Source: an optimization exercise on an open RTL-to-GDS flow (aim: small area, a short achievable clock period and few clock cycles per item). Production flows keep margins and buffers that such runs may drop. At most, simulation tests tie the RTL to the original design; equivalence was not proved. The RTL of runs 1 to 3 was laid out without a check of its function. Power is estimated from default activity; no workload was simulated.

[design/flow/flow/run.sh]
#!/bin/bash
# The standard layout, except that the port buffers are buf_4 cells: left to itself
# buffer_ports picks a delay cell (clkdlybuf4s50_1) for every input and output port.
set -euo pipefail
export BUFFER_PORTS_ARGS="-buffer_cell sky130_fd_sc_hd__buf_4"
bash standard.sh > standard.log 2>&1
[design/flow/standard.sh]
#!/bin/bash
# synth_recipe.tcl (not shown) runs the flow's synth.tcl, then flattens the netlist and writes it again
# the make line also repeats each setting of config.mk as NAME=value (left out here)
make -C /OpenROAD-flow-scripts/flow DESIGN_CONFIG=/design/flow/config.mk WORK_HOME=/design/flow/orfs CLKGATE_MAP_FILE= SYNTH_SCRIPT=/design/flow/synth_recipe.tcl "${@:-finish}"
[design/flow/config.mk]
export PLATFORM = sky130hd
export DESIGN_NAME = beacon_id_table_to_channel_mapper_unit
export DESIGN_NICKNAME = beacon_id_table_to_channel_mapper_unit
export VERILOG_FILES = /design/flow/design.v
export SDC_FILE = /design/flow/constraint.sdc
export NUM_CORES = 4
export LEC_CHECK = 0
export CAP_MARGIN = 20
export CORE_MARGIN = 2
export CORE_UTILIZATION = 40
export CTS_BUF_LIST = sky130_fd_sc_hd__clkbuf_16
export CTS_CLUSTER_DIAMETER = 120
export CTS_CLUSTER_SIZE = 25
export PLACE_DENSITY = 0.8
export SETUP_SLACK_MARGIN = 2.5
export SLEW_MARGIN = 20
[design/flow/constraint.sdc]
create_clock -name core_clock -period 5.0 [get_ports {clk}]
set_input_delay 1.0000 -clock core_clock [delete_from_list [all_inputs] [get_ports {clk}]]
set_output_delay 1.0000 -clock core_clock [all_outputs]
set_load 0.01 [all_outputs]
[design/flow/design.v]
`timescale 1ns / 1ps
package bidm_pkg;
  localparam int MAX_SENSORS = 16;
  localparam int IDX_W = (MAX_SENSORS > 1) ? $clog2(MAX_SENSORS) : 1;
  localparam int CNT_W = $clog2(MAX_SENSORS + 1);
  localparam logic [15:0] COMPANY_CODE = 16'h015d;
  localparam logic [7:0]  MIN_PAYLOAD  = 8'd21;
  typedef enum logic [1:0] {
    OP_SIGHTING = 2'd0,
    OP_SCAN     = 2'd1,
    OP_CLEAR    = 2'd2,
    OP_ADD      = 2'd3
  } opcode_t;
  typedef enum logic [3:0] {
    ST_SHORT       = 4'd0,
    ST_FOREIGN     = 4'd1,
    ST_KNOWN_HIT   = 4'd2,
    ST_NEW_HIT     = 4'd3,
    ST_ADDED       = 4'd4,
    ST_FULL        = 4'd5,
    ST_SCAN        = 4'd6,
    ST_CLEARED     = 4'd7,
    ST_KNOWN_ADDED = 4'd8,
    ST_ADD_FULL    = 4'd9
  } status_t;
  typedef enum logic [1:0] {
    S_IDLE,
    S_SEARCH,
    S_FINISH
  } fsm_state_t;
  typedef struct packed {
    opcode_t            opcode;
    logic [7:0]         payload_length;
    logic [15:0]        company_id;
    logic [63:0]        sensor_id;
    logic signed [7:0]  accel_x;
    logic signed [7:0]  accel_y;
    logic signed [7:0]  accel_z;
  } in_item_t;
  typedef struct packed {
    status_t     status;
    logic [3:0]  entry_index;
    logic [6:0]  channel_base;
    logic [7:0]  x_positive;
    logic [7:0]  x_negative;
    logic [7:0]  y_positive;
    logic [7:0]  y_negative;
    logic [7:0]  z_positive;
    logic [7:0]  z_negative;
    logic        send_request;
    logic        all_known_seen;
  } out_item_t;
  function automatic logic [7:0] pos_part(input logic signed [7:0] v);
    logic [7:0] r;
    r = 8'd0;
    if (!v[7] && (v != 8'sd0)) begin
      r = {v[6:0], 1'b0};
    end
    pos_part = r;
  endfunction
  function automatic logic [7:0] neg_part(input logic signed [7:0] v);
    logic [7:0] r;
    r = 8'd0;
    if (v[7]) begin
      r = 8'd0 - {v[6:0], 1'b0};
    end
    neg_part = r;
  endfunction
  function automatic logic [6:0] chan_base(input logic [IDX_W-1:0] idx);
    logic [IDX_W+2:0] p;
    p = {1'b0, idx, 2'b00} + {2'b00, idx, 1'b0};
    chan_base = 7'(p);
  endfunction
  function automatic logic [MAX_SENSORS-1:0] below_mask(input logic [CNT_W-1:0] cnt);
    logic [MAX_SENSORS-1:0] m;
    for (int i = 0; i < MAX_SENSORS; i++) begin
      m[i] = (CNT_W'(i) < cnt);
    end
    below_mask = m;
  endfunction
endpackage
`timescale 1ns / 1ps
module beacon_id_table_to_channel_mapper_unit (
  input  logic         clk,
  input  logic         rst_n,
  input  logic         in_valid,
  output logic         in_ready,
  input  logic [1:0]   in_opcode,
  input  logic [7:0]   in_payload_length,
  input  logic [15:0]  in_company_id,
  input  logic [63:0]  in_sensor_id,
  input  logic [7:0]   in_accel_x,
  input  logic [7:0]   in_accel_y,
  input  logic [7:0]   in_accel_z,
  output logic         out_valid,
  input  logic         out_ready,
  output logic [3:0]   out_status,
  output logic [3:0]   out_entry_index,
  output logic [6:0]   out_channel_base,
  output logic [7:0]   out_x_positive,
  output logic [7:0]   out_x_negative,
  output logic [7:0]   out_y_positive,
  output logic [7:0]   out_y_negative,
  output logic [7:0]   out_z_positive,
  output logic [7:0]   out_z_negative,
  output logic         out_send_request,
  output logic         out_all_known_seen,
  input  logic         cfg_we,
  input  logic         cfg_wdata
);
  localparam int N = 16;
  localparam int RW = 4 + 4 + 1 + 1 + 1 + 24;
  logic [63:0]   id_mem [N];
  logic [N-1:0]  km_r;       
  logic [N-1:0]  tm_r;       
  logic [N-1:0]  seen_r;
  logic [N-1:0]  ma_r;       
  logic [N-1:0]  mb_r;       
  logic          out_en_r;
  logic          accept;
  logic          skid_next;
  assign in_ready = !skid_next;
  assign accept   = in_valid && !skid_next;
  logic          s2_v;
  logic [N-1:0]  s2_eq;
  logic          s2_eqp;
  logic [63:0]   s2_id;
  logic          s2_look, s2_short, s2_scan, s2_clear, s2_add;
  logic [23:0]   s2_acc;
  always_ff @(posedge clk) begin
    logic sight;
    sight = (in_opcode == 2'd0);
    for (int i = 0; i < N; i++) begin
      s2_eq[i] <= (id_mem[i] == in_sensor_id);
    end
    s2_eqp   <= (s2_id == in_sensor_id);
    s2_id    <= in_sensor_id;
    s2_look  <= sight && (in_payload_length >= 8'd21) && (in_company_id == 16'h015d);
    s2_short <= (in_payload_length < 8'd21);
    s2_scan  <= (in_opcode == 2'd1);
    s2_clear <= (in_opcode == 2'd2);
    s2_add   <= (in_opcode == 2'd3);
    s2_acc   <= {in_accel_x, in_accel_y, in_accel_z};
  end
  logic          is_sight;
  logic [N-1:0]  match, pre_m, fm;
  logic [N-1:0]  oh_t, oh_k, we;
  logic          any, khit, full, kfull, hit;
  logic [N-1:0]  missing, low_m;
  logic          m_zero, m_one;
  assign is_sight = !s2_scan && !s2_clear && !s2_add;
  always_comb begin
    match = (ma_r & s2_eq) | (mb_r & {N{s2_eqp}});
    pre_m[0] = 1'b0;
    for (int i = 1; i < N; i++) begin
      pre_m[i] = pre_m[i-1] | match[i-1];
    end
    fm = match & ~pre_m;
    oh_t[0] = !tm_r[0];
    oh_k[0] = !km_r[0];
    for (int i = 1; i < N; i++) begin
      oh_t[i] = tm_r[i-1] && !tm_r[i];
      oh_k[i] = km_r[i-1] && !km_r[i];
    end
    missing = km_r & ~seen_r;
    low_m[0] = 1'b0;
    for (int i = 1; i < N; i++) begin
      low_m[i] = low_m[i-1] | missing[i-1];
    end
    low_m = ~low_m & ~missing;
    m_zero = (missing == '0);
    m_one  = ((missing & (missing - 1'b1)) == '0);
  end
  assign any   = |match;
  assign khit  = |(match & km_r);
  assign full  = tm_r[N-1];
  assign kfull = km_r[N-1];
  assign hit   = s2_look && any;
  assign we    = (s2_v && s2_add) ? oh_k : oh_t;
  logic [3:0]    st_h, idx_h;
  logic [6:0]    base_h;
  logic          all_h;
  logic [RW-1:0] res;
  always_comb begin
    logic [N-1:0] sel;
    logic         all_hit;
    st_h = 4'd0;
    if (s2_look) begin
      if (any) st_h = khit ? 4'd2 : 4'd3;
      else     st_h = full ? 4'd5 : 4'd4;
    end else if (is_sight) begin
      st_h = s2_short ? 4'd0 : 4'd1;
    end else if (s2_scan) begin
      st_h = 4'd6;
    end else if (s2_clear) begin
      st_h = 4'd7;
    end else begin
      st_h = kfull ? 4'd9 : 4'd8;
    end
    if (s2_look) sel = any ? fm : oh_t;
    else if (s2_add) sel = oh_k;
    else sel = '0;
    idx_h  = '0;
    base_h = '0;
    for (int i = 0; i < N; i++) begin
      if (sel[i]) begin
        idx_h  = idx_h | 4'(i);
        base_h = base_h | 7'(6 * i);
      end
    end
    all_hit = m_zero || (m_one && |(match & missing) && !(|(match & low_m)));
    if (is_sight) all_h = hit ? all_hit : m_zero;
    else if (s2_scan) all_h = !km_r[0];
    else if (s2_clear) all_h = 1'b1;
    else all_h = kfull && m_zero;
    res = {st_h, idx_h, s2_look && khit && out_en_r, all_h, hit, s2_acc};
  end
  always_ff @(posedge clk) begin
    logic [N-1:0] tm_n;
    tm_n = tm_r;
    if (!rst_n) begin
      km_r   <= '0;
      tm_n   = '0;
      seen_r <= '0;
    end else if (s2_v) begin
      if (s2_look) begin
        if (any) begin
          seen_r <= seen_r | fm;
        end else if (!full) begin
          seen_r <= seen_r | oh_t;
          tm_n   = {tm_r[N-2:0], 1'b1};
        end
      end else if (s2_scan) begin
        seen_r <= seen_r & ~km_r;
      end else if (s2_clear) begin
        km_r   <= '0;
        tm_n   = '0;
        seen_r <= '0;
      end else if (s2_add && !kfull) begin
        seen_r <= seen_r & ~oh_k;
        km_r   <= {km_r[N-2:0], 1'b1};
        tm_n   = {km_r[N-2:0], 1'b1};
      end
    end
    tm_r <= tm_n;
    ma_r <= tm_n & ~we;
    mb_r <= tm_n & we;
  end
  always_ff @(posedge clk) begin
    for (int i = 0; i < N; i++) begin
      if (we[i]) begin
        id_mem[i] <= s2_id;
      end
    end
  end
  logic          ov_r;
  logic          sk_v_r;
  logic [RW-1:0] sk_r;
  logic          out_free;
  logic [3:0]    o_status;
  logic [3:0]    o_idx;
  logic [6:0]    o_base;
  logic [7:0]    o_xp, o_xn, o_yp, o_yn, o_zp, o_zn;
  logic          o_send;
  logic          o_all;
  assign out_free  = !ov_r || out_ready;
  assign skid_next = out_free ? (sk_v_r && s2_v) : (sk_v_r || s2_v);
  always_ff @(posedge clk) begin
    if (!rst_n) begin
      ov_r     <= 1'b0;
      sk_v_r   <= 1'b0;
      s2_v     <= 1'b0;
      out_en_r <= 1'b0;
    end else begin
      if (cfg_we) begin
        out_en_r <= cfg_wdata;
      end
      if (out_free) begin
        ov_r <= sk_v_r || s2_v;
      end
      sk_v_r <= skid_next;
      s2_v   <= accept;
    end
  end
  function automatic logic [7:0] pos_part(input logic [7:0] v, input logic h);
    pos_part = (h && !v[7] && (v != 8'd0)) ? {v[6:0], 1'b0} : 8'd0;
  endfunction
  function automatic logic [7:0] neg_part(input logic [7:0] v, input logic h);
    neg_part = (h && v[7]) ? (8'd0 - {v[6:0], 1'b0}) : 8'd0;
  endfunction
  always_ff @(posedge clk) begin
    logic [RW-1:0] r;
    if (!sk_v_r || out_free) begin
      sk_r <= res;
    end
    if (out_free) begin
      r = sk_v_r ? sk_r : res;
      o_status <= r[34:31];
      o_idx    <= r[30:27];
      o_base   <= sk_v_r ? 7'({sk_r[30:27], 2'b00} + {sk_r[30:27], 1'b0}) : base_h;
      o_send   <= r[26];
      o_all    <= r[25];
      o_xp     <= pos_part(r[23:16], r[24]);
      o_xn     <= neg_part(r[23:16], r[24]);
      o_yp     <= pos_part(r[15:8], r[24]);
      o_yn     <= neg_part(r[15:8], r[24]);
      o_zp     <= pos_part(r[7:0], r[24]);
      o_zn     <= neg_part(r[7:0], r[24]);
    end
  end
  assign out_valid          = ov_r;
  assign out_status         = o_status;
  assign out_entry_index    = o_idx;
  assign out_channel_base   = o_base;
  assign out_x_positive     = o_xp;
  assign out_x_negative     = o_xn;
  assign out_y_positive     = o_yp;
  assign out_y_negative     = o_yn;
  assign out_z_positive     = o_zp;
  assign out_z_negative     = o_zn;
  assign out_send_request   = o_send;
  assign out_all_known_seen = o_all;
endmodule
==> out/results.tsv, run 1 <==
stage	metric	value	unit
detailed_routing	metal2 WL	81400	µm
sta	Max Slew Vio Count	0	
pwr	pwr/cell area	304	mW/mm²
pwr	clock share of power	29.8	%
pwr	register share of total power	62.6	%
status	status	complete, no violations	
sta	Worst Tran Pin Value	1.24	ns
detailed_routing	Top Layer Used	met5	
synth	synth cell count leaders	edfxtp_1, xor2_1, nor4_1	
detailed_routing	DRC	0	
die	Core Footprint	0.136	mm²
hold_path	Tightest Hold Check Type	in -> reg	
cts	clock buffer depth	3	
global_route	number of global-route vias before repair	33000	
sta	Setup TNS	0	ns
synth	Netlist cell types	76	
global_route	largest net degree at the start of global routing	67	
sta	fin crit period	2.84	ns
finish	# nets final	4192	
detailed_routing	ANT nets after route	0	
critical_path	Req. time, crit path	5.47	ns
die	Site Rows	135	
critical_path	CP arrival	3.30	ns
cts	CTS tree	done	
detailed_routing	drt pass-1 iters	6	
placement	Port Buffer Count	179	
sta	maximum clock frequency	353	MHz
synth	Gate Count Post-Synth	3746	
sta	Max Clock Skew	0.105	ns
synth	Synth async-reset ratio	0	%
die	# IOs	187	
sta	RSZ-0062 raised after global routing	true	
critical_path	endpoint class of the critical path	flop	
die	chip height	374	µm
synth	Synth area leaders	edfxtp_1, xor2_1, dfxtp_1	
finish	Final Cell Area	0.0634	mm²
detailed_routing	via count	34900	
global_route	all-layer global routing usage	25.3	%
synth	top cell type's share of synthesized area	61.3	%
cts	Clock transition at path regs	0.10	ns
synth	Seq/Total Area, Yosys	68.4	%
global_route	GR Overflow Total	0	
synth	flops & latches, synth	1310	
cts	Clock Sinks	1310	
pwr	Logic pwr share	7.6	%
global_route	initial antenna violation count	12	
pwr	Cell Int Power	14600	µW
sta	final setup fails	0	
cts	root buffer cell	clkbuf_16	
detailed_routing	met3 routed WL	24300	µm
placement	GPL Wtd Cong	0.947	
finish	share of cells above drive strength 1	18.6	%
detailed_routing	DRT iter0 DRCs	5144	
pwr	P_leak	0.0221	µW
sta	Final Cycle Share	56.7	%
synth	most frequent cell after synthesis	edfxtp_1	
sta	Rel. slew slack	16.6	%
synth	Syn Std Cell Area	0.0547	mm²
cts	H-tree depth	2	
die	Die W	374	µm
global_route	global-route wire length before repair	252000	µm
placement	Post-DP Area	0.0587	mm²
detailed_routing	M1 WL	65000	µm
synth	Ys Warns	2	
synth	synthesized area per cell	14.6	µm²
cts	cts bufs inserted	60	
detailed_routing	vias per inst	5.92	
finish	P&R area growth vs syn	15.8	%
detailed_routing	Detailed Route WL	183000	µm
sta	final hold violations	0	
detailed_routing	per-cell routed wire length	31.0	µm
job	total of max-cap violations	0	
synth	post-synth top area cell	edfxtp_1	
die	starting density of the core	40.3	%
pwr	Peak VDD IR	0.000341	V
synth	Main synth FF type	edfxtp_1	
die	die area	0.140	mm²
critical_path	Worst Path Max Fanout	8	
pwr	sw power	4610	µW
cts	clock latency on the worst-skew pair	0.78	ns
synth	EDFF count, synth	1116	
critical_path	Setup CP Type	reg -> reg	
critical_path	CP startpoint kind	flop	
pwr	switching share of power	24.0	%
placement	dpl hpwl	115000	µm
[sequential cells by signal, summed over array words and instances, names as in the netlist, 4 cells and up]
register  flops
id_mem     1024
km_r         16
ma_r         16
mb_r         16
o_base        5
o_idx         4
o_status      4
o_xn          7
o_xp          7
o_yn          7
o_yp          7
o_zn          7
o_zp          7
s2_acc       24
s2_eq        16
s2_id        64
seen_r       16
sk_r         35
tm_r         16
[power by group through the flow]
stage / clock network (µW) / logic [µW] / registers [µW]
after detailed placement: 0 / 1340 / 12300
after global placement: 0 / 1320 / 12300
after global routing: 6090 / 1490 / 12100
after floorplan: 0 / 653 / 12300
after CTS: 5750 / 1380 / 12000
final: 5740 / 1450 / 12000
[placed cells by master (no fill, tap or decap), types with 14 or more instances in the layout]
master | netlist | final
mux2i_1 | 26 | 20
nor2_2 | 1 | 25
nor2_1 | 124 | 82
buf_4 | 8 | 336
nor4_1 | 280 | 261
o21ai_4 | 0 | 17
dfxtp_1 | 194 | 175
nor4_2 | 2 | 15
xor2_1 | 1025 | 1025
a22oi_1 | 34 | 29
a21oi_1 | 65 | 60
a22o_1 | 24 | 16
edfxtp_1 | 1116 | 1116
inv_1 | 48 | 88
a22o_4 | 4 | 16
nand4_1 | 89 | 89
o21ai_2 | 0 | 18
nand2b_1 | 19 | 15
nor2b_1 | 51 | 43
buf_6 | 3 | 70
o21ai_0 | 67 | 42
nor2_4 | 0 | 18
buf_12 | 1 | 14
nand2_1 | 92 | 82
nor3_1 | 45 | 36
clkbuf_16 | 0 | 60
xnor2_1 | 76 | 76
[kinds of logic after synthesis]
group,count (synthesis),share of synthesized area (%)
AO/OA/AOI/OAI,294,3.60
XOR/XNOR,1101,17.6
adder cells (fa/ha/maj),10,0.238
buffers and inverters,237,1.78
flip-flops,1310,68.4
multiplexers,34,0.654
other,1,0.00686
AND/OR/NAND/NOR,759,7.72
[routing by layer]
| layer | GRT usage [%] | vias to the layer above |
|---|---|---|
| li1 | - | 14200 |
| met1 | 33.3 | 17400 |
| met2 | 39.3 | 2702 |
| met3 | 5.75 | 585 |
| met4 | 13.0 | 10 |
| met5 | 0 | - |
[what timing repair did]
action	CTS	global route
gates cloned	6	2
gates resized for setup	233	195
endpoints found under the setup margin	878	208
hold buffers	0	0
setup buffers	91	37
hold endpoints to repair	0	0
pin swaps	81	89
[worst max-delay path, stage by stage, from the launching register on]
cell and delay (ns):
dfxtp_4 0.49, buf_12 0.18, a22oi_2 0.11, nand4_1 0.24, nor4_2 0.10, nor3_2 0.32
or4b_4 0.52, or3_4 0.35, mux2_4 0.27
[final cells by class]
type,instances,area [µm²]
fillers,11400,72300
flip-flops and latches,1310,37400
multi-input cells,2208,17800
repair buffers,435,3840
well taps,1781,2230
clock buffers,60,1500
clock inverters,54,343
inverters,48,195
diodes,2,5.00
[per-stage QoR]
step | instances | total power [µW] | setup slack, ns | hold WS, ns | utilization (%)
detailed placement | 5646 | 13600 | 1.10 | 0.424 | 43.3
finish | 5898 | 19200 | 2.17 | 0.387 | 46.7
CTS | 5857 | 19200 | 2.18 | 0.350 | 45.9
floorplan | 3752 | 13000 | 1.72 | 0.408 | -
global route | 5896 | 19600 | 2.18 | 0.369 | 46.7
global placement | 5643 | 13600 | 1.11 | 0.418 | 43.2
[final timing paths]
check,startpoint,endpoint,slack (ns),cells after the start
setup / recovery,s2_eqp$_DFF_P_,o_idx[0]$_DFFE_PN_,2.17,8
hold / removal,in_accel_y[6],s2_acc[14]$_DFF_P_,0.39,1
setup reg to reg,s2_eqp$_DFF_P_,o_idx[0]$_DFFE_PN_,2.17,8
hold reg to reg,s2_acc[15]$_DFF_P_,sk_r[15]$_DFFE_PP_,0.45,0
==> inputs of run 2 (changes only) <==
--- a/design/flow/config.mk
+++ b/design/flow/config.mk
@@ -8,5 +8,5 @@
 export CAP_MARGIN = 20
 export CORE_MARGIN = 2
-export CORE_UTILIZATION = 40
+export CORE_UTILIZATION = 60
 export CTS_BUF_LIST = sky130_fd_sc_hd__clkbuf_16
 export CTS_CLUSTER_DIAMETER = 120
==> run 2 against run 1 <==
Synthesized area did not move; non-clock buffer count fell by 77; synthesized cell count did not move; clock power fell by 3.8%; largest cell class unchanged.
==> out/results.tsv, run 2 <==
stage	metric	value	unit	change
status	status	complete, no violations		
synth	Gate Count Post-Synth	3746		unchanged
placement	Port Buffer Count	179		unchanged
sta	Worst Tran Pin Value	1.28	ns	+0.0362 ns
die	die area	0.0936	mm²	-33%
detailed_routing	DRT iter0 DRCs	5514		+7.2%
critical_path	slowest stage cell, crit path	dfxtp_1		
hold_path	WHS Path Cells	1		unchanged
synth	Ys Warns	2		unchanged
synth	most frequent cell after synthesis	edfxtp_1		
critical_path	R2R setup slack	2.03	ns	-0.13 ns
cts	Clock Sinks	1310		unchanged
critical_path	CP arrival	3.41	ns	+0.11 ns
die	Site Rows	110		-19%
sta	final hold violations	0		unchanged
detailed_routing	per-cell routed wire length	34.0	µm	+9.6%
finish	non-filler cells in the finished layout	5211		-12%
cts	CTS tree	done		
synth	Simple-Gate Fraction of Synth Area	7.72	%	unchanged
global_route	GR Overflow Total	0		unchanged
job	total of max-cap violations	0		unchanged
placement	placed insts	5040		-11%
cts	clock latency on the worst-skew pair	0.69	ns	-0.09 ns
finish	multi-input logic area	0.0175	mm²	-1.6%
finish	# nets final	4111		-1.9%
synth	xor and xnor area share after synthesis	17.6	%	unchanged
sta	maximum clock frequency	337	MHz	-4.5%
detailed_routing	ANT nets after route	0		unchanged
die	starting density of the core	60.7	%	+20 points
global_route	initial antenna violation count	8		-4
finish	final core occ	68.1	%	+21 points
synth	Synth Area in Compound Gates	3.60	%	unchanged
finish	commonest non-fill, non-tap cell in the layout	edfxtp_1		
synth	synthesized area per cell	14.6	µm²	unchanged
sta	RSZ-0062 raised after global routing	true		
sta	fin crit period	2.97	ns	+0.133 ns
pwr	Peak VDD IR	0.000289	V	-15%
global_route	largest net degree at the start of global routing	67		unchanged
critical_path	endpoint class of the critical path	flop		
detailed_routing	via count	34400		-1.7%
critical_path	Req. time, crit path	5.44	ns	-0.03 ns
cts	cts bufs inserted	58		-3.3%
pwr	pwr/cell area	310	mW/mm²	+2.1%
sta	Rel. slew slack	14.2	%	-2.4 points
finish	Reg area	0.0374	mm²	about the same
cts	H-tree depth	2		unchanged
sta	final setup fails	0		unchanged
hold_path	Tightest Hold Check Type	in -> reg		
placement	Post-DP Area	0.0580	mm²	-1.2%
detailed_routing	Detailed Route WL	177000	µm	-3.1%
detailed_routing	vias per inst	6.59		+11%
sta	Max Clock Skew	0.0301	ns	-0.0749 ns
synth	multiplexer area fraction after synthesis	0.654	%	unchanged
synth	Synth area leaders	edfxtp_1, xor2_1, dfxtp_1		
die	Die W	306	µm	-18%
sta	Final Cycle Share	59.4	%	+2.7 points
critical_path	CP cell instances	a22o_4 -> nor4_2 -> buf_4 -> buf_12 -> a31oi_4 -> nor2_4 -> or4_4 -> or4_4 -> mux2_4		
cts	clock buffer depth	3		unchanged
synth	Post-Synth Adder-Cell Area	0.238	%	unchanged
finish	Most flops, register	id_mem		
global_route	all-layer global routing usage	37.4	%	+12 points
die	# IOs	187		unchanged
finish	commonest non-fill, non-tap cells in the layout	edfxtp_1, xor2_1, buf_4, nor4_1, dfxtp_1		
cts	root buffer cell	clkbuf_16		
synth	synth cell count leaders	edfxtp_1, xor2_1, nor4_1		
synth	Netlist cell types	76		unchanged
synth	Syn Std Cell Area	0.0547	mm²	unchanged
finish	top flop regs	id_mem x1024, s2_id x64, sk_r x35		
critical_path	Setup CP Type	reg -> reg		
critical_path	reg2reg path depth	9		+1
finish	max reg flops	1024		unchanged
synth	main combinational cell family by area after synthesis	XOR/XNOR gates		
placement	GPL Wtd Cong	0.979		+3.3%
sta	Setup TNS	0	ns	unchanged
synth	EDFF count, synth	1116		unchanged
detailed_routing	DRC	0		unchanged
pwr	P_leak	0.0215	µW	-2.8%
die	Core Footprint	0.0901	mm²	-34%
critical_path	most used cell, CP	or4_4		
synth	post-synth top area cell	edfxtp_1		
cts	Clock transition at path regs	0.10	ns	about the same
critical_path	CP startpoint kind	flop		
finish	P&R area growth vs syn	12.2	%	
synth	Seq/Total Area, Yosys	68.4	%	unchanged
finish	share of cells above drive strength 1	16.1	%	-2.4 points
global_route	number of global-route vias before repair	32800		-0.38%
detailed_routing	drt pass-1 iters	6		unchanged
critical_path	CP max stage delay	0.59	ns	+0.07 ns
finish	Final Cell Area	0.0614	mm²	-3.1%
sta	Max Slew Vio Count	0		unchanged
synth	top cell type's share of synthesized area	61.3	%	unchanged
synth	flops & latches, synth	1310		unchanged
finish	Fillers	6000		-48%
global_route	global-route wire length before repair	245000	µm	-2.8%
synth	Main synth FF type	edfxtp_1		
placement	dpl hpwl	113000	µm	-1.8%
synth	Synth async-reset ratio	0	%	unchanged
critical_path	Worst Path Max Fanout	6		-2
die	chip height	306	µm	-18%
[run 2: cell counts after synthesis]
Identical to the previous run, type by type.
[run 2: timing repair]
item / in CTS / in global routing
hold buffers: 0 / 0
endpoints found under the hold margin: 0 / 0
resized for setup: 131 / 153
setup endpoints to repair: 748 / 184
setup buffers: 37 / 17
cloned: 1 / 3
pin swaps: 35 / 91
[run 2: per-stage QoR]
step / setup slack [ns] / hold WS, ns / total power, µW
floorplan: 1.72 / 0.408 / 13000
global placement: 1.08 / 0.418 / 13600
detailed placement: 1.24 / 0.422 / 13600
CTS: 2.16 / 0.388 / 18900
global route: 2.07 / 0.388 / 19400
finish: 2.03 / 0.403 / 19000
[run 2: logic make-up (layout without fill, tap and decap cells)]
group,Yosys count,count (layout)
fa+ha+maj,10,10
simple gates,759,760
flops,1310,1310
xor+xnor,1101,1101
compound gates,294,294
buf+inv,237,515
mux,34,34
other cells,1,11
[run 2: path summary, 6_finish.rpt]
| check | end | start |
|---|---|---|
| worst max-delay path | o_idx[3]$_DFFE_PN_ | s2_eq[11]$_DFF_P_ |
| worst min-delay path | s2_acc[19]$_DFF_P_ | in_accel_x[3] |
| worst max register to register | o_idx[3]$_DFFE_PN_ | s2_eq[11]$_DFF_P_ |
| worst min register to register | sk_r[16]$_DFFE_PP_ | s2_acc[16]$_DFF_P_ |
[run 2: power by group]
part,internal [µW],switching [µW],leakage (µW)
Sequential,11900,102,0.0120
Clock,2170,3350,0.000991
Combinational,426,1030,0.00851
Total,14500,4480,0.0215
[run 2: cell type report]
class | instances | area share, %
inverters | 48 | 0.306
repair buffers | 358 | 4.98
well taps | 1176 | 2.40
multi-input cells | 2206 | 28.6
clock inverters | 50 | 0.357
flip-flops and latches | 1310 | 61.0
clock buffers | 59 | 2.41
diodes | 4 | 0.0163
[run 2: layer usage]
metal  global-route usage [%]  wire length [µm]
met4                     19.8             11400
met5                        0                23
met3                     8.90             24500
met1                     50.1             61500
met2                     57.4             80000
[run 2: critical path, delay by kind of cell, from the launching register on]
| family | cells | cell delay (ns) |
|---|---|---|
| muxes | 1 | 0.26 |
| AOI/OAI and AO/OA | 2 | 0.42 |
| DFF | 1 | 0.59 |
| buffers and inverters | 2 | 0.27 |
| and+or+nand+nor | 4 | 1.16 |
==> inputs of run 3 (changes only) <==
--- a/design/flow/design.v
+++ b/design/flow/design.v
@@ -150,5 +150,12 @@
   logic          m_zero, m_one;
   assign is_sight = !s2_scan && !s2_clear && !s2_add;
+  logic [N-1:0]  w, pre_w, fw;
   always_comb begin
+    oh_t[0] = !tm_r[0];
+    oh_k[0] = !km_r[0];
+    for (int i = 1; i < N; i++) begin
+      oh_t[i] = tm_r[i-1] && !tm_r[i];
+      oh_k[i] = km_r[i-1] && !km_r[i];
+    end
     match = (ma_r & s2_eq) | (mb_r & {N{s2_eqp}});
     pre_m[0] = 1'b0;
@@ -157,10 +164,12 @@
     end
     fm = match & ~pre_m;
-    oh_t[0] = !tm_r[0];
-    oh_k[0] = !km_r[0];
+    if (s2_look) w = match | oh_t;
+    else if (s2_add) w = oh_k;
+    else w = '0;
+    pre_w[0] = 1'b0;
     for (int i = 1; i < N; i++) begin
-      oh_t[i] = tm_r[i-1] && !tm_r[i];
-      oh_k[i] = km_r[i-1] && !km_r[i];
+      pre_w[i] = pre_w[i-1] | w[i-1];
     end
+    fw = w & ~pre_w;
     missing = km_r & ~seen_r;
     low_m[0] = 1'b0;
@@ -198,7 +207,5 @@
       st_h = kfull ? 4'd9 : 4'd8;
     end
-    if (s2_look) sel = any ? fm : oh_t;
-    else if (s2_add) sel = oh_k;
-    else sel = '0;
+    sel = fw;
     idx_h  = '0;
     base_h = '0;
@@ -225,8 +232,6 @@
     end else if (s2_v) begin
       if (s2_look) begin
-        if (any) begin
-          seen_r <= seen_r | fm;
-        end else if (!full) begin
-          seen_r <= seen_r | oh_t;
+        seen_r <= seen_r | fw;
+        if (!any && !full) begin
           tm_n   = {tm_r[N-2:0], 1'b1};
         end
@@ -264,6 +269,9 @@
   logic          o_send;
   logic          o_all;
+  logic          skn_free, skn_held;
   assign out_free  = !ov_r || out_ready;
-  assign skid_next = out_free ? (sk_v_r && s2_v) : (sk_v_r || s2_v);
+  assign skn_free  = sk_v_r && s2_v;
+  assign skn_held  = ov_r ? (sk_v_r || s2_v) : skn_free;
+  assign skid_next = out_ready ? skn_free : skn_held;
   always_ff @(posedge clk) begin
     if (!rst_n) begin
--- a/design/flow/config.mk
+++ b/design/flow/config.mk
@@ -8,5 +8,5 @@
 export CAP_MARGIN = 20
 export CORE_MARGIN = 2
-export CORE_UTILIZATION = 60
+export CORE_UTILIZATION = 40
 export CTS_BUF_LIST = sky130_fd_sc_hd__clkbuf_16
 export CTS_CLUSTER_DIAMETER = 120
==> run 3 against run 2 <==
Sequential cell count unchanged; combinational power increased by 14%; setup slack improved by 0.33 ns; worst hold slack got worse by 0.0072 ns; core utilization decreased by 23 points; critical path type is now reg -> out; critical endpoint is now in_ready; largest power group unchanged.
==> out/results.tsv, run 3 <==
stage	metric	value	unit	change
placement	DP Worst Slack	1.56	ns	+0.314 ns
sta	Final Cycle Share	52.8	%	-6.5 points
hold_path	Tightest Hold Check Type	in -> reg		
synth	flops & latches, synth	1310		unchanged
global_route	all-layer global routing usage	24.3	%	-13 points
cts	cts bufs inserted	60		+3.4%
critical_path	Worst Path Max Fanout	2		-4
placement	dpl hpwl	109000	µm	-3.5%
die	die area	0.139	mm²	+49%
synth	synth cell count leaders	edfxtp_1, xor2_1, nor4_1		
sta	Max Clock Skew	0.105	ns	+0.0745 ns
detailed_routing	via count	33800		-1.6%
cts	clock buffer depth	3		unchanged
critical_path	worst r2r src	km_r[11]$_SDFFE_PN0P_		
die	Core Footprint	0.135	mm²	+50%
global_route	initial antenna violation count	15		+7
global_route	number of global-route vias before repair	32200		-2.0%
sta	Max Slew Vio Count	0		unchanged
detailed_routing	vias per inst	5.88		-11%
critical_path	slowest stage cell, crit path	dfxtp_4		
finish	P&R area growth vs syn	12.9	%	
sta	Rel. slew slack	15.9	%	+1.8 points
synth	most frequent cell after synthesis	edfxtp_1		
die	chip height	373	µm	+22%
critical_path	Req. time, crit path	4.00	ns	-1.44 ns
critical_path	critical path's top delay family	flip-flops		
finish	Final Cell Area	0.0616	mm²	+0.38%
critical_path	Setup CP Type	reg -> out		
global_route	GR Overflow Total	0		unchanged
cts	clock latency on the worst-skew pair	0.77	ns	+0.08 ns
synth	xor and xnor area share after synthesis	17.6	%	-0.065 points
pwr	pwr/cell area	320	mW/mm²	+3.2%
synth	Post-Synth Adder-Cell Area	0.239	%	+0.00064 points
hold_path	worst hold start	in_accel_x[0]		
synth	Synth area leaders	edfxtp_1, xor2_1, dfxtp_1		
sta	Setup TNS	0	ns	unchanged
finish	commonest non-fill, non-tap cells in the layout	edfxtp_1, xor2_1, buf_4, nor4_1, dfxtp_1		
placement	Port Buffer Count	179		unchanged
critical_path	CP arrival	1.64	ns	-1.77 ns
critical_path	CP max stage delay	0.37	ns	-0.22 ns
detailed_routing	per-cell routed wire length	30.7	µm	-9.8%
critical_path	CP startpoint kind	flop		
cts	Clock Sinks	1310		unchanged
synth	main combinational cell family by area after synthesis	XOR/XNOR gates		
die	# IOs	187		unchanged
cts	H-tree depth	2		unchanged
synth	Syn Std Cell Area	0.0546	mm²	-0.27%
synth	multiplexer area fraction after synthesis	0.720	%	+0.066 points
detailed_routing	DRC	0		unchanged
critical_path	R2R setup slack	2.38	ns	+0.35 ns
synth	Main synth FF type	edfxtp_1		
die	Die W	373	µm	+22%
finish	max reg flops	1024		unchanged
finish	commonest non-fill, non-tap cell in the layout	edfxtp_1		
hold_path	Hold Path Sink	s2_acc[16]$_DFF_P_		
synth	Ys Warns	2		unchanged
status	status	complete, no violations		
detailed_routing	ANT nets after route	0		unchanged
synth	synthesized area per cell	14.8	µm²	+1.6%
die	starting density of the core	40.3	%	-20 points
finish	final core occ	45.5	%	-23 points
critical_path	CP cell instances	buf_8 -> maj3_2 -> inv_2 -> buf_6		
global_route	largest net degree at the start of global routing	67		unchanged
synth	Synth async-reset ratio	0	%	unchanged
cts	CTS tree	done		
synth	Simple-Gate Fraction of Synth Area	7.64	%	-0.082 points
synth	top cell type's share of synthesized area	61.4	%	+0.17 points
finish	non-filler cells in the finished layout	5747		+10%
cts	root buffer cell	clkbuf_16		
placement	GPL Wtd Cong	0.962		-1.7%
synth	Gate Count Post-Synth	3676		-1.9%
synth	Seq/Total Area, Yosys	68.6	%	+0.19 points
sta	maximum clock frequency	378	MHz	+12%
critical_path	RR Endpoint	o_idx[1]$_DFFE_PP_		
synth	Netlist cell types	80		+5.3%
synth	Synth Area in Compound Gates	3.64	%	+0.040 points
synth	EDFF count, synth	1116		unchanged
cts	Clock transition at path regs	0.10	ns	about the same
die	Site Rows	135		+23%
hold_path	WHS Path Cells	1		unchanged
finish	# nets final	4041		-1.7%
placement	Post-DP Area	0.0583	mm²	+0.58%
detailed_routing	drt pass-1 iters	6		unchanged
sta	final hold violations	0		unchanged
pwr	P_leak	0.0212	µW	-1.3%
finish	share of cells above drive strength 1	14.6	%	-1.5 points
sta	fin crit period	2.64	ns	-0.326 ns
job	total of max-cap violations	0		unchanged
finish	top flop regs	id_mem x1024, s2_id x64, sk_r x35		
sta	final worst slack	2.36	ns	+0.326 ns
sta	final setup fails	0		unchanged
finish	Most flops, register	id_mem		
detailed_routing	Detailed Route WL	176000	µm	-0.53%
critical_path	Buf+Inv Stages, Crit Path	3		+1
sta	RSZ-0062 raised after global routing	true		
pwr	Peak VDD IR	0.000364	V	+26%
detailed_routing	DRT iter0 DRCs	5608		+1.7%
sta	Worst Tran Pin Value	1.25	ns	-0.0265 ns
critical_path	endpoint class of the critical path	output port		
placement	placed insts	5558		+10%
global_route	global-route wire length before repair	242000	µm	-1.5%
critical_path	reg2reg path depth	7		-2
synth	post-synth top area cell	edfxtp_1		
## run 3: cell types whose count changed after synthesis, moves of 13 or more
| cell | previous run | this run |
|---|---|---|
| xor2_1 | 1025 | 931 |
| xnor2_1 | 76 | 163 |
| nor2_1 | 124 | 87 |
| a21oi_1 | 65 | 34 |
| nor3_1 | 45 | 20 |
| nor4_1 | 280 | 259 |
| a22oi_1 | 34 | 15 |
| nand4_1 | 89 | 107 |
| nor2b_1 | 51 | 69 |
| nand2b_1 | 19 | 33 |
| clkbuf_1 | 167 | 154 |
## run 3: cell type report
class                      instances  area (µm²)
antenna                            2        5.00
clock buffer                      60        1500
clock inverter                    54         333
fill                           11700       73900
inverter                          43         173
multi-input combinational       2155       17100
sequential                      1310       37400
tap                             1781        2230
timing repair buffer             342        2820
## run 3: how the worst max path moves through the flow
stage	start	endpoint	slack, ns	depth (start not counted)
after floorplan	s2_add$_DFF_P_	id_mem[10][0]$_DFFE_PP_	2.44	6
after global placement	in_sensor_id[16]	s2_eq[13]$_DFF_P_	0.97	6
after detailed placement	in_sensor_id[62]	s2_eq[10]$_DFF_P_	1.56	5
after CTS	s2_v$_SDFF_PN0_	in_ready	2.30	4
after global routing	s2_v$_SDFF_PN0_	in_ready	2.30	4
final	s2_v$_SDFF_PN0_	in_ready	2.36	4
## run 3: kinds of logic (layout without fill, tap and decap cells)
logic type | after synthesis | count (layout)
mux | 38 | 39
buf+inv | 222 | 499
compound gates | 278 | 281
xor+xnor | 1094 | 1094
simple gates | 723 | 724
flops | 1310 | 1310
fa+ha+maj | 10 | 10
other cells | 1 | 9
## run 3: through the flow
step	hold WS (ns)	total power, µW
3_5_place_dp	0.416	14100
3_3_place_gp	0.415	14000
4_1_cts	0.340	19600
6_report	0.396	19700
5_1_grt	0.355	20100
2_1_floorplan	0.408	13300
## run 3: what timing repair did
action	4_1_cts	5_1_grt
pin swaps	19	45
resized for setup	72	112
setup buffers	36	27
gates cloned	4	5
hold buffers	0	0
endpoints found under the setup margin	1080	235
## run 3: per-layer routing
layer / part of all wire [%] / routed length, µm / vias to the layer above / global-route usage (%)
met5: 0.041 / 72 / - / 0
met4: 6.2 / 10900 / 10 / 12.7
met3: 14 / 24800 / 485 / 5.61
met2: 45 / 78500 / 2531 / 37.3
met1: 35 / 62100 / 16900 / 32.1
li1: - / - / 13800 / -
## run 3: power breakdown
part,internal [µW],switching (µW)
registers,12100,154
logic,502,1160
clock network,2260,3520
total,14900,4830
==> inputs of run 4 (changes only) <==
--- a/design/flow/design.v
+++ b/design/flow/design.v
@@ -269,13 +269,13 @@
   logic          o_send;
   logic          o_all;
-  logic          skn_free, skn_held;
+  logic          skn_free_r, skn_held_r;
   assign out_free  = !ov_r || out_ready;
-  assign skn_free  = sk_v_r && s2_v;
-  assign skn_held  = ov_r ? (sk_v_r || s2_v) : skn_free;
-  assign skid_next = out_ready ? skn_free : skn_held;
+  assign skid_next = out_ready ? skn_free_r : skn_held_r;
   always_ff @(posedge clk) begin
     if (!rst_n) begin
-      ov_r     <= 1'b0;
-      sk_v_r   <= 1'b0;
+      ov_r       <= 1'b0;
+      sk_v_r     <= 1'b0;
+      skn_free_r <= 1'b0;
+      skn_held_r <= 1'b0;
       s2_v     <= 1'b0;
       out_en_r <= 1'b0;
@@ -287,6 +287,9 @@
         ov_r <= sk_v_r || s2_v;
       end
-      sk_v_r <= skid_next;
-      s2_v   <= accept;
+      sk_v_r     <= skid_next;
+      s2_v       <= accept;
+      skn_free_r <= skid_next && accept;
+      skn_held_r <= (out_free ? (sk_v_r || s2_v) : ov_r) ? (skid_next || accept)
+                                                           : (skid_next && accept);
     end
   end
--- a/design/flow/config.mk
+++ b/design/flow/config.mk
@@ -8,5 +8,5 @@
 export CAP_MARGIN = 20
 export CORE_MARGIN = 2
-export CORE_UTILIZATION = 40
+export CORE_UTILIZATION = 60
 export CTS_BUF_LIST = sky130_fd_sc_hd__clkbuf_16
 export CTS_CLUSTER_DIAMETER = 120
==> run 4 against run 3 <==
Wire length up 5.0%; maximum frequency down 2.2%; cell area down 1.9%; core utilization up 22 points; die area down 33%; clock power down 3%; setup slack worse by 0.058 ns; non-clock buffer count down 21; clock skew down 0.036 ns; highest routed layer unchanged; largest power group unchanged; global-route usage up 15 points.
==> out/results.tsv, run 4 <==
stage	metric	value	unit	change
detailed_routing	DRT iter0 DRCs	6318		+13%
synth	Simple-Gate Fraction of Synth Area	7.57	%	-0.062 points
critical_path	Setup CP Type	reg -> reg		
pwr	Logic pwr share	8.8	%	+0.4 points
hold_path	Tightest Hold Check Type	in -> reg		
finish	max reg flops	1024		unchanged
cts	Clock Sinks	1312		+0.15%
critical_path	Req. time, crit path	5.50	ns	+1.50 ns
cts	root buffer cell	clkbuf_16		
synth	Seq/Total Area, Yosys	68.6	%	about the same
finish	top flop regs	id_mem x1024, s2_id x64, sk_r x35		
synth	Gate Count Post-Synth	3653		-0.63%
cts	CTS tree	done		
die	chip height	306	µm	-18%
placement	Port Buffer Count	179		unchanged
sta	Final Cycle Share	54.0	%	+1.2 points
synth	Synth async-reset ratio	0	%	unchanged
global_route	largest net degree at the start of global routing	67		unchanged
sta	Hold WS	0.377	ns	-0.0192 ns
sta	RSZ-0062 raised after global routing	true		
synth	post-synth top area cell	edfxtp_1		
die	Site Rows	110		-19%
global_route	all-layer global routing usage	39.1	%	+15 points
global_route	global-route wire length before repair	251000	µm	+3.8%
critical_path	Worst Path Max Fanout	11		+9
global_route	initial antenna violation count	13		-2
die	Die W	306	µm	-18%
critical_path	CP arrival	3.20	ns	+1.56 ns
synth	top cell type's share of synthesized area	61.4	%	about the same
cts	Clock transition at path regs	0.10	ns	about the same
sta	final hold violations	0		unchanged
placement	GPL Wtd Cong	0.968		+0.62%
sta	Worst Tran Pin Value	1.32	ns	+0.0736 ns
synth	Synth area leaders	edfxtp_1, xor2_1, dfxtp_1		
finish	Reg area	0.0375	mm²	+0.16%
cts	clock latency on the worst-skew pair	0.74	ns	-0.03 ns
detailed_routing	drt pass-1 iters	6		unchanged
synth	Netlist cell types	86		+7.5%
job	total of max-cap violations	0		unchanged
cts	cts bufs inserted	58		-3.3%
sta	final setup fails	0		unchanged
status	status	complete, no violations		
pwr	register share of total power	62.7	%	+0.4 points
finish	commonest non-fill, non-tap cell in the layout	edfxtp_1		
sta	Rel. slew slack	11.1	%	-4.9 points
critical_path	endpoint class of the critical path	flop		
synth	synth cell count leaders	edfxtp_1, xor2_1, nor4_1		
synth	multiplexer area fraction after synthesis	0.901	%	+0.18 points
finish	Most flops, register	id_mem		
synth	most frequent cell after synthesis	edfxtp_1		
pwr	Peak VDD IR	0.000311	V	-14%
placement	dpl hpwl	111000	µm	+2.1%
sta	Max Slew Vio Count	0		unchanged
global_route	number of global-route vias before repair	32500		+0.99%
finish	P&R area growth vs syn	10.7	%	
finish	share of cells above drive strength 1	14.8	%	+0.18 points
finish	Fillers	6005		-49%
detailed_routing	per-cell routed wire length	36.3	µm	+18%
synth	Synth Area in Compound Gates	3.28	%	-0.37 points
synth	Post-Synth Adder-Cell Area	0.220	%	-0.019 points
sta	fin crit period	2.70	ns	+0.0585 ns
pwr	clock share of power	28.5	%	-0.8 points
synth	Syn Std Cell Area	0.0546	mm²	about the same
sta	maximum clock frequency	370	MHz	-2.2%
finish	commonest non-fill, non-tap cells in the layout	edfxtp_1, xor2_1, buf_4, nor4_1, dfxtp_1		
sta	Max Clock Skew	0.0689	ns	-0.0356 ns
detailed_routing	vias per inst	6.82		+16%
die	Core Footprint	0.0901	mm²	-33%
finish	multi-input logic area	0.0170	mm²	-0.61%
synth	main combinational cell family by area after synthesis	XOR/XNOR gates		
detailed_routing	ANT nets after route	0		unchanged
pwr	switching share of power	24.3	%	-0.19 points
pwr	Cell Int Power	14800	µW	-0.23%
pwr	P_leak	0.0214	µW	+0.93%
synth	Ys Warns	2		unchanged
die	starting density of the core	60.6	%	+20 points
pwr	pwr/cell area	324	mW/mm²	+1.4%
detailed_routing	via count	34800		+2.8%
synth	synthesized area per cell	14.9	µm²	+0.72%
critical_path	CP startpoint kind	flop		
die	die area	0.0934	mm²	-33%
detailed_routing	DRC	0		unchanged
sta	Setup TNS	0	ns	unchanged
synth	xor and xnor area share after synthesis	17.7	%	+0.16 points
pwr	sw power	4770	µW	-1.3%
die	# IOs	187		unchanged
detailed_routing	Detailed Route WL	185000	µm	+5.0%
synth	Main synth FF type	edfxtp_1		
synth	EDFF count, synth	1116		unchanged
cts	cts hold-fix bufs	0		unchanged
finish	# nets final	3996		-1.1%
synth	flops & latches, synth	1312		+0.15%
global_route	GR Overflow Total	0		unchanged
cts	clock buffer depth	3		unchanged
cts	H-tree depth	2		unchanged
==> run 4: changes by cell type in the layout (fill, tap and decap cells not counted), sizes merged, moves of 8 or more <==
cell,before,now
nand2,82,74
inv,89,79
o21ai,73,53
buf,340,319
a21oi,36,53
nor2,87,102
a21boi,25,3
xnor2,163,6
nor2b,69,52
and2b,1,10
nand4,108,83
xor2,931,1099
nor4,263,297
==> run 4: timing repair <==
| action | in CTS | in global routing |
|---|---|---|
| setup endpoints to repair | 987 | 204 |
| endpoints found under the hold margin | 0 | 0 |
| gates resized for setup | 71 | 91 |
| pin swaps | 11 | 27 |
| gates cloned | 3 | 3 |
| setup buffers | 17 | 22 |
==> run 4: cells by family after synthesis <==
logic type | count (synthesis)
adders and majority gates | 9
muxes | 47
DFF | 1312
other | 1
xor gates and xnor gates | 1105
buffers and inverters | 212
and+or+nand+nor | 720
AOI/OAI and AO/OA | 247
==> run 4: worst paths after layout <==
kind	depth (start not counted)	start	slack, ns	to
setup / recovery	4	s2_id[13]$_DFF_P_	2.30	s2_eqp$_DFF_P_
hold / removal	1	in_accel_x[6]	0.38	s2_acc[22]$_DFF_P_
setup reg to reg	4	s2_id[13]$_DFF_P_	2.30	s2_eqp$_DFF_P_
hold reg to reg	0	s2_acc[6]$_DFF_P_	0.44	sk_r[6]$_DFFE_PP_
==> run 4: through the flow <==
stage	setup slack [ns]	power [µW]	instances	area [µm²]	utilization [%]
final	2.30	19600	5099	60500	67.1
after global routing	2.41	19900	5092	60400	67.0
after CTS	2.50	19500	5066	59800	66.3
after detailed placement	1.55	14100	4937	57500	63.8
after global placement	1.27	14100	4937	57500	63.8
after floorplan	2.51	13300	3660	54800	-
==> run 4: area by class of cell <==
class | instances | area share [%]
Antenna cell | 7 | 0.0290
Multi-Input combinational cell | 2140 | 28.1
Clock buffer | 59 | 2.44
Sequential cell | 1312 | 62.0
Clock inverter | 50 | 0.433
Timing Repair Buffer | 321 | 4.28
Inverter | 34 | 0.226
Tap cell | 1176 | 2.43
==> run 4: power by group through the flow <==
stage                     sequential (µW)  combinational (µW)  clock [µW]
after floorplan                     12500                 802           0
final                               12300                1730        5590
after CTS                           12300                1640        5560
after global placement              12500                1580           0
after detailed placement            12500                1600           0
after global routing                12300                1750        5890
==> run 4: critical path, stage by stage, from the launching register on <==
cell and delay (ns):
dfxtp_1 0.90, xor2_1 0.20, nor4_1 0.54, nand4_1 0.24, nor4_2 0.59
==> run 4: metal layers <==
metal	track usage, %	vias up	share of wire [%]
met2	60.2	3132	44
met1	50.2	17200	33
met3	10.5	725	15
met5	0	-	0.070
li1	-	13700	-
met4	23.0	12	7.5
Testbench counts of run 4, summed over its fixed seeds: cycles 4,816, items 4,800.
==> inputs of run 5 (changes only) <==
--- a/design/flow/config.mk
+++ b/design/flow/config.mk
@@ -8,5 +8,5 @@
 export CAP_MARGIN = 20
 export CORE_MARGIN = 2
-export CORE_UTILIZATION = 60
+export CORE_UTILIZATION = 40
 export CTS_BUF_LIST = sky130_fd_sc_hd__clkbuf_16
 export CTS_CLUSTER_DIAMETER = 120
==> run 5 against run 4 <==
Cell area up 0.99%; core utilization down 22 points; maximum frequency up 2.8%; still clean on timing, DRC and antenna; first-iteration DRC count down 5.8%.
==> out/results.tsv, run 5 <==
stage	metric	value	unit	change
status	status	complete, no violations		
cts	Clock Sinks	1312		unchanged
cts	clock latency on the worst-skew pair	0.77	ns	+0.03 ns
finish	multi-input logic area	0.0170	mm²	-0.18%
die	die area	0.139	mm²	+49%
global_route	number of global-route vias before repair	32300		-0.59%
finish	Most flops, register	id_mem		
sta	maximum clock frequency	381	MHz	+2.8%
sta	final worst slack	2.37	ns	+0.0732 ns
finish	# nets final	3972		-0.60%
sta	Max Clock Skew	0.0842	ns	+0.0153 ns
finish	max reg flops	1024		unchanged
critical_path	Req. time, crit path	5.55	ns	+0.05 ns
hold_path	Tightest Hold Check Type	in -> reg		
detailed_routing	via count	34200		-1.5%
sta	Max Slew Vio Count	0		unchanged
critical_path	Worst Path Max Fanout	11		unchanged
sta	Final Cycle Share	52.5	%	-1.5 points
die	chip height	373	µm	+22%
synth	post-synth top area cell	edfxtp_1		
cts	cts hold-fix bufs	0		unchanged
synth	Ys Warns	2		unchanged
global_route	initial antenna violation count	10		-3
global_route	all-layer global routing usage	25.8	%	-13 points
job	total of max-cap violations	0		unchanged
finish	final core occ	45.1	%	-22 points
die	# IOs	187		unchanged
cts	CTS tree	done		
global_route	GR Overflow Total	0		unchanged
critical_path	reg2reg path depth	4		unchanged
die	Core Footprint	0.135	mm²	+50%
synth	most frequent cell after synthesis	edfxtp_1		
synth	synthesized area per cell	14.9	µm²	unchanged
finish	Reg area	0.0375	mm²	about the same
placement	Port Buffer Count	179		unchanged
global_route	global-route wire length before repair	253000	µm	+0.91%
placement	Post-DP Area	0.0583	mm²	+1.3%
synth	top cell type's share of synthesized area	61.4	%	unchanged
global_route	largest net degree at the start of global routing	67		unchanged
synth	flops & latches, synth	1312		unchanged
critical_path	Setup CP Type	reg -> reg		
hold_path	WHS Path Cells	1		unchanged
pwr	Peak VDD IR	0.000393	V	+26%
die	Die W	373	µm	+22%
synth	synth cell count leaders	edfxtp_1, xor2_1, nor4_1		
die	Site Rows	135		+23%
cts	clock buffer depth	3		unchanged
critical_path	endpoint class of the critical path	flop		
critical_path	worst r2r src	s2_id[52]$_DFF_P_		
sta	Rel. slew slack	21.0	%	+9.9 points
synth	EDFF count, synth	1116		unchanged
detailed_routing	DRC	0		unchanged
sta	Worst Tran Pin Value	1.17	ns	-0.149 ns
finish	commonest non-fill, non-tap cells in the layout	edfxtp_1, xor2_1, buf_4, nor4_1, dfxtp_1		
placement	GPL Wtd Cong	0.986		+1.9%
detailed_routing	vias per inst	6.02		-12%
die	starting density of the core	40.3	%	-20 points
cts	Clock transition at path regs	0.11	ns	about the same
hold_path	Hold Path Sink	s2_acc[16]$_DFF_P_		
synth	Synth area leaders	edfxtp_1, xor2_1, dfxtp_1		
critical_path	R2R setup slack	2.37	ns	+0.07 ns
placement	dpl hpwl	112000	µm	+1.0%
cts	H-tree depth	2		unchanged
synth	Netlist cell types	86		unchanged
sta	final setup fails	0		unchanged
sta	final hold violations	0		unchanged
finish	top flop regs	id_mem x1024, s2_id x64, sk_r x35		
critical_path	RR Endpoint	s2_eqp$_DFF_P_		
finish	Fillers	11600		+93%
synth	Synth async-reset ratio	0	%	unchanged
synth	Gate Count Post-Synth	3653		unchanged
sta	Setup TNS	0	ns	unchanged
finish	Final Cell Area	0.0611	mm²	+0.99%
detailed_routing	ANT nets after route	0		unchanged
finish	commonest non-fill, non-tap cell in the layout	edfxtp_1		
cts	cts bufs inserted	59		+1.7%
sta	fin crit period	2.63	ns	-0.0732 ns
critical_path	CP arrival	3.17	ns	-0.03 ns
pwr	P_leak	0.0213	µW	-0.29%
finish	share of cells above drive strength 1	14.4	%	-0.45 points
detailed_routing	Detailed Route WL	186000	µm	+0.37%
critical_path	CP startpoint kind	flop		
placement	DP Worst Slack	1.08	ns	-0.476 ns
detailed_routing	drt pass-1 iters	6		unchanged
finish	P&R area growth vs syn	11.8	%	
sta	Hold WS	0.406	ns	+0.0294 ns
sta	RSZ-0062 raised after global routing	true		
synth	Main synth FF type	edfxtp_1		
cts	root buffer cell	clkbuf_16		
detailed_routing	per-cell routed wire length	32.7	µm	-9.9%
hold_path	worst hold start	in_accel_x[0]		
synth	Syn Std Cell Area	0.0546	mm²	unchanged
detailed_routing	DRT iter0 DRCs	5951		-5.8%
pwr	pwr/cell area	322	mW/mm²	-0.70%
synth	Seq/Total Area, Yosys	68.6	%	unchanged
-- run 5: cell counts after synthesis --
No cell type changed its count.
-- run 5: layout make-up --
class / count / area share, %
timing repair buffer: 300 / 3.98
tap: 1781 / 3.65
sequential: 1312 / 61.4
clock inverter: 52 / 0.482
multi-input combinational: 2136 / 27.8
clock buffer: 59 / 2.42
antenna: 9 / 0.0369
inverter: 34 / 0.230
-- run 5: cell families (layout without fill, tap and decap cells) --
group	after synthesis	after routing	synth area share (%)
AOI/OAI and AO/OA	247	247	3.28
xor gates and xnor gates	1105	1105	17.7
adders and majority gates	9	9	0.220
buffers and inverters	212	445	1.74
DFF	1312	1312	68.6
muxes	47	47	0.901
other	1	17	0.00687
and+or+nand+nor	720	720	7.57
-- run 5: power by group --
part           switching, µW  leakage, µW  internal, µW
Sequential               178       0.0120         12100
Clock                   3450      0.00102          2200
Combinational           1220      0.00829           492
Total                   4850       0.0213         14800
-- run 5: worst max-delay path by stage --
stage | startpoint | to | slack, ns | depth (start not counted)
floorplan | in_sensor_id[58] | s2_eq[10]$_DFF_P_ | 2.51 | 6
global placement | in_sensor_id[44] | s2_eq[14]$_DFF_P_ | 0.35 | 5
detailed placement | in_sensor_id[25] | s2_eq[1]$_DFF_P_ | 1.08 | 5
CTS | km_r[7]$_SDFFE_PN0P_ | o_idx[0]$_DFFE_PN_ | 2.44 | 8
global route | sk_v_r$_SDFF_PN0_ | o_xp[3]$_SDFFCE_PN0N_ | 2.37 | 7
finish | s2_id[52]$_DFF_P_ | s2_eqp$_DFF_P_ | 2.37 | 4
-- run 5: routing by layer --
layer  global-route usage [%]  routed length (µm)  vias to the layer above
met2                     39.7               82000                     2916
li1                         -                   -                    13700
met4                     16.1               14300                        6
met1                     32.6               62300                    16900
met5                        0                  33                        -
met3                     6.76               27400                      698
-- run 5: timing repair --
| item | CTS | global route |
|---|---|---|
| pin swaps | 11 | 16 |
| gates cloned | 0 | 1 |
| setup endpoints to repair | 1009 | 137 |
| resized for setup | 81 | 79 |
| buffers inserted | 14 | 9 |
-- run 5: metrics by stage --
stage	instances	total power (µW)
2_1_floorplan	3660	13300
3_3_place_gp	5535	14100
3_5_place_dp	5538	14100
4_1_cts	5663	19600
5_1_grt	5676	20000
6_report	5683	19700
-- run 5: worst max-delay path, stage by stage (launching register included) --
cell and delay (ns):
dfxtp_1 1.11, xor2_1 0.16, nor4_1 0.35, nand4_1 0.25, nor4_4 0.54
==> inputs of run 6 (changes only) <==
--- a/design/flow/config.mk
+++ b/design/flow/config.mk
@@ -13,4 +13,4 @@
 export CTS_CLUSTER_SIZE = 25
 export PLACE_DENSITY = 0.8
-export SETUP_SLACK_MARGIN = 2.5
+export SETUP_SLACK_MARGIN = 2.8
 export SLEW_MARGIN = 20
==> run 6 against run 5 <==
Still clean on timing, DRC and antenna; register-to-register slack better by 0.05 ns; die area stayed put; core utilization rose by 1.8 points; count of clock-buffer cells in the layout unchanged; wire length is 2.9% higher; synthesized area is the same; sequential power is essentially flat; sequential cell count unchanged; critical endpoint is now o_idx[2]$_DFFE_PN_.
==> out/results.tsv, run 6 <==
stage	metric	value	unit	change
sta	maximum clock frequency	388	MHz	+2.0%
sta	Max Slew Vio Count	0		unchanged
synth	Gate Count Post-Synth	3653		unchanged
detailed_routing	DRT iter0 DRCs	6430		+8.0%
synth	most frequent cell after synthesis	edfxtp_1		
detailed_routing	Detailed Route WL	191000	µm	+2.9%
global_route	GR Overflow Total	0		unchanged
synth	flops & latches, synth	1312		unchanged
detailed_routing	DRC	0		unchanged
synth	Main synth FF type	edfxtp_1		
critical_path	Buf+Inv Stages, Crit Path	0		unchanged
die	die area	0.139	mm²	unchanged
critical_path	Worst Path Max Fanout	4		-7
finish	Reg area	0.0375	mm²	+0.15%
placement	Port Buffer Count	179		unchanged
critical_path	Req. time, crit path	5.44	ns	-0.11 ns
critical_path	critical path's top delay family	simple AND/OR/NAND/NOR gates		
global_route	met1 Usage GRT	33.4	%	+0.79 points
sta	Final Cycle Share	51.5	%	-1.0 points
critical_path	CP max stage delay	0.62	ns	-0.49 ns
cts	H-tree depth	2		unchanged
cts	Clock transition at path regs	0.10	ns	about the same
global_route	number of global-route vias before repair	33300		+3.0%
finish	commonest non-fill, non-tap cell in the layout	edfxtp_1		
pwr	pwr/cell area	311	mW/mm²	-3.3%
finish	multi-input logic area	0.0180	mm²	+6.3%
critical_path	slowest stage cell, crit path	nor2b_1		
detailed_routing	drt pass-1 iters	6		unchanged
global_route	met3 Use GR	5.68	%	-1.1 points
global_route	global-route wire length before repair	258000	µm	+2.0%
global_route	all-layer global routing usage	26.2	%	+0.37 points
synth	post-synth top area cell	edfxtp_1		
critical_path	RR Endpoint	o_idx[2]$_DFFE_PN_		
finish	Fillers	11400		-1.7%
global_route	largest net degree at the start of global routing	67		unchanged
finish	final core occ	46.9	%	+1.8 points
cts	clock buffer depth	3		unchanged
cts	Clock Sinks	1312		unchanged
critical_path	CP cell instances	nor2b_1 -> nand2b_1 -> a21o_1 -> o22ai_1 -> o21ai_2 -> o211ai_1 -> mux2_4		
finish	# nets final	4073		+2.5%
critical_path	worst r2r src	tm_r[13]$_DFF_P_		
cts	root buffer cell	clkbuf_16		
pwr	Peak VDD IR	0.000330	V	-16%
placement	dpl hpwl	115000	µm	+2.3%
sta	Worst Tran Pin Value	1.13	ns	-0.0450 ns
sta	final hold violations	0		unchanged
finish	top flop regs	id_mem x1024, s2_id x64, sk_r x35		
cts	cts hold-fix bufs	0		unchanged
cts	cts bufs inserted	58		-1.7%
sta	Hold WS	0.424	ns	+0.0174 ns
synth	Seq/Total Area, Yosys	68.6	%	unchanged
detailed_routing	via count	35300		+3.0%
cts	clock latency on the worst-skew pair	0.78	ns	about the same
die	Die W	373	µm	unchanged
finish	Most flops, register	id_mem		
critical_path	R2R setup slack	2.42	ns	+0.05 ns
finish	max reg flops	1024		unchanged
critical_path	CP arrival	3.01	ns	-0.16 ns
hold_path	WHS Path Cells	1		unchanged
sta	Max Clock Skew	0.115	ns	+0.0305 ns
finish	share of cells above drive strength 1	20.1	%	+5.7 points
sta	fin crit period	2.58	ns	-0.0505 ns
critical_path	endpoint class of the critical path	flop		
synth	Synth async-reset ratio	0	%	unchanged
job	total of max-cap violations	0		unchanged
synth	EDFF count, synth	1116		unchanged
placement	GPL Wtd Cong	0.983		-0.30%
sta	final worst slack	2.42	ns	+0.0505 ns
global_route	met2 Track Usage GR	40.3	%	+0.63 points
detailed_routing	ANT nets after route	0		unchanged
sta	Rel. slew slack	24.0	%	+3.0 points
sta	Setup TNS	0	ns	unchanged
placement	DP Worst Slack	1.35	ns	+0.269 ns
critical_path	Setup CP Type	reg -> reg		
synth	top cell type's share of synthesized area	61.4	%	unchanged
hold_path	worst hold start	in_accel_z[0]		
pwr	overall power	19800	µW	+0.52%
synth	Synth area leaders	edfxtp_1, xor2_1, dfxtp_1		
finish	P&R area growth vs syn	16.3	%	
sta	final setup fails	0		unchanged
finish	commonest non-fill, non-tap cells in the layout	edfxtp_1, xor2_1, nor4_1, buf_4, dfxtp_1		
cts	CTS tree	done		
detailed_routing	vias per inst	6.10		+1.3%
die	# IOs	187		unchanged
die	Core Footprint	0.135	mm²	unchanged
status	status	complete, no violations		
detailed_routing	per-cell routed wire length	33.1	µm	+1.2%
global_route	Most Used Layer, Global Route	met2		
synth	synthesized area per cell	14.9	µm²	unchanged
pwr	P_leak	0.0222	µW	+4.0%
critical_path	CP startpoint kind	flop		
synth	synth cell count leaders	edfxtp_1, xor2_1, nor4_1		
hold_path	Hold Path Sink	s2_acc[0]$_DFF_P_		
critical_path	reg2reg path depth	7		+3
synth	Netlist cell types	86		unchanged
die	chip height	373	µm	unchanged
synth	Ys Warns	2		unchanged
hold_path	Tightest Hold Check Type	in -> reg		
die	starting density of the core	40.3	%	unchanged
sta	RSZ-0062 raised after global routing	true		
die	Site Rows	135		unchanged
synth	Syn Std Cell Area	0.0546	mm²	unchanged
global_route	initial antenna violation count	9		-1
run 6: metrics by stage:
stage                     instance area, µm²  std cells
final                                  63500       5779
after detailed placement               58400       5541
after global routing                   63500       5775
after CTS                              62400       5734
after global placement                 58400       5541
after floorplan                        55300       3660
run 6: kinds of logic (layout without fill, tap and decap cells):
logic type,count (synthesis),after routing,share of synthesized area (%)
buf+inv,212,543,1.74
simple gates,720,720,7.57
flops,1312,1312,68.6
compound gates,247,247,3.28
mux,47,50,0.901
xor+xnor,1105,1105,17.7
other cells,1,12,0.00687
fa+ha+maj,9,9,0.220
run 6: final cells by class:
cell class                      count  area share, %
Sequential cell                  1312           59.1
Multi-Input combinational cell   2139           28.4
Timing Repair Buffer              399           5.98
Tap cell                         1781           3.51
Clock buffer                       59           2.33
Clock inverter                     51          0.418
Inverter                           34          0.213
Antenna cell                        4         0.0158
run 6: power breakdown:
group	internal (µW)	switching, µW	total, µW
sequential	12100	209	12300
clock	2190	3450	5640
combinational	561	1240	1800
total	14900	4900	19800
run 6: how the worst max path moves through the flow:
stage | startpoint | end | slack [ns] | cells past startpoint
after detailed placement | in_sensor_id[41] | s2_eq[13]$_DFF_P_ | 1.35 | 5
after floorplan | s2_add$_DFF_P_ | id_mem[15][0]$_DFFE_PP_ | 2.57 | 5
after global placement | in_sensor_id[41] | s2_eq[13]$_DFF_P_ | 1.32 | 5
final | tm_r[13]$_DFF_P_ | o_idx[2]$_DFFE_PN_ | 2.42 | 7
after CTS | out_ready | in_ready | 2.53 | 3
after global routing | s2_eqp$_DFF_P_ | seen_r[12]$_SDFFE_PN0P_ | 2.40 | 8
run 6: layer usage:
| metal | share of wire (%) | vias to the layer above |
|---|---|---|
| li1 | - | 13900 |
| met1 | 33 | 17500 |
| met2 | 44 | 3191 |
| met3 | 14 | 719 |
| met4 | 8.4 | 6 |
| met5 | 0.020 | - |
run 6: what timing repair did:
item,in CTS,in global routing
gates resized for setup,356,166
setup endpoints to repair,1144,493
buffers inserted,78,38
gates cloned,5,2
pin swaps,87,66

-- port drivers added, routing unchanged --
The results above use ideal ports. As a check the final layouts listed here were re-extracted and re-timed, cells and wires unchanged. Step 1 sets driving cells, clkbuf_16 on the clock port and buf_2 on the other inputs (assumed; they add their load-dependent delay and slew). Step 2, shift: input delay + t, output delay - t, t = (earliest + latest rising clock arrival at the registers) / 2. This alone moves slack from input paths to output paths. Slacks: ideal ports / drivers / drivers and shift; pairs: ideal ports / drivers.
run | t, ns | setup slack, ns | hold slack, ns | worst setup path at the end | worst data-port slew with drivers (ns)
run 1 | 0.802 | 2.165 / 2.165 / 1.572 | 0.387 / 0.345 / 0.449 | input to register | 0.14
run 2 | 0.746 | 2.032 / 2.032 / 1.732 | 0.403 / 0.367 / 0.435 | input to register | 0.13
run 3 | 0.797 | 2.358 / 2.284 / 1.650 | 0.396 / 0.354 / 0.440 | input to register | 0.11
run 4 | 0.768 | 2.299 / 2.299 / 1.676 | 0.377 / 0.340 / 0.442 | input to register | 0.07
run 5 | 0.795 | 2.373 / 2.373 / 1.633 | 0.406 / 0.363 / 0.445 | input to register | 0.09
run 6 | 0.799 | 2.423 / 2.423 / 1.908 | 0.424 / 0.367 / 0.452 | input to register | 0.15
After both steps every run listed still meets setup and hold. The setup slack of run 5, which loses most, moves by 0.000 ns with the drivers and by -0.740 ns with both steps.
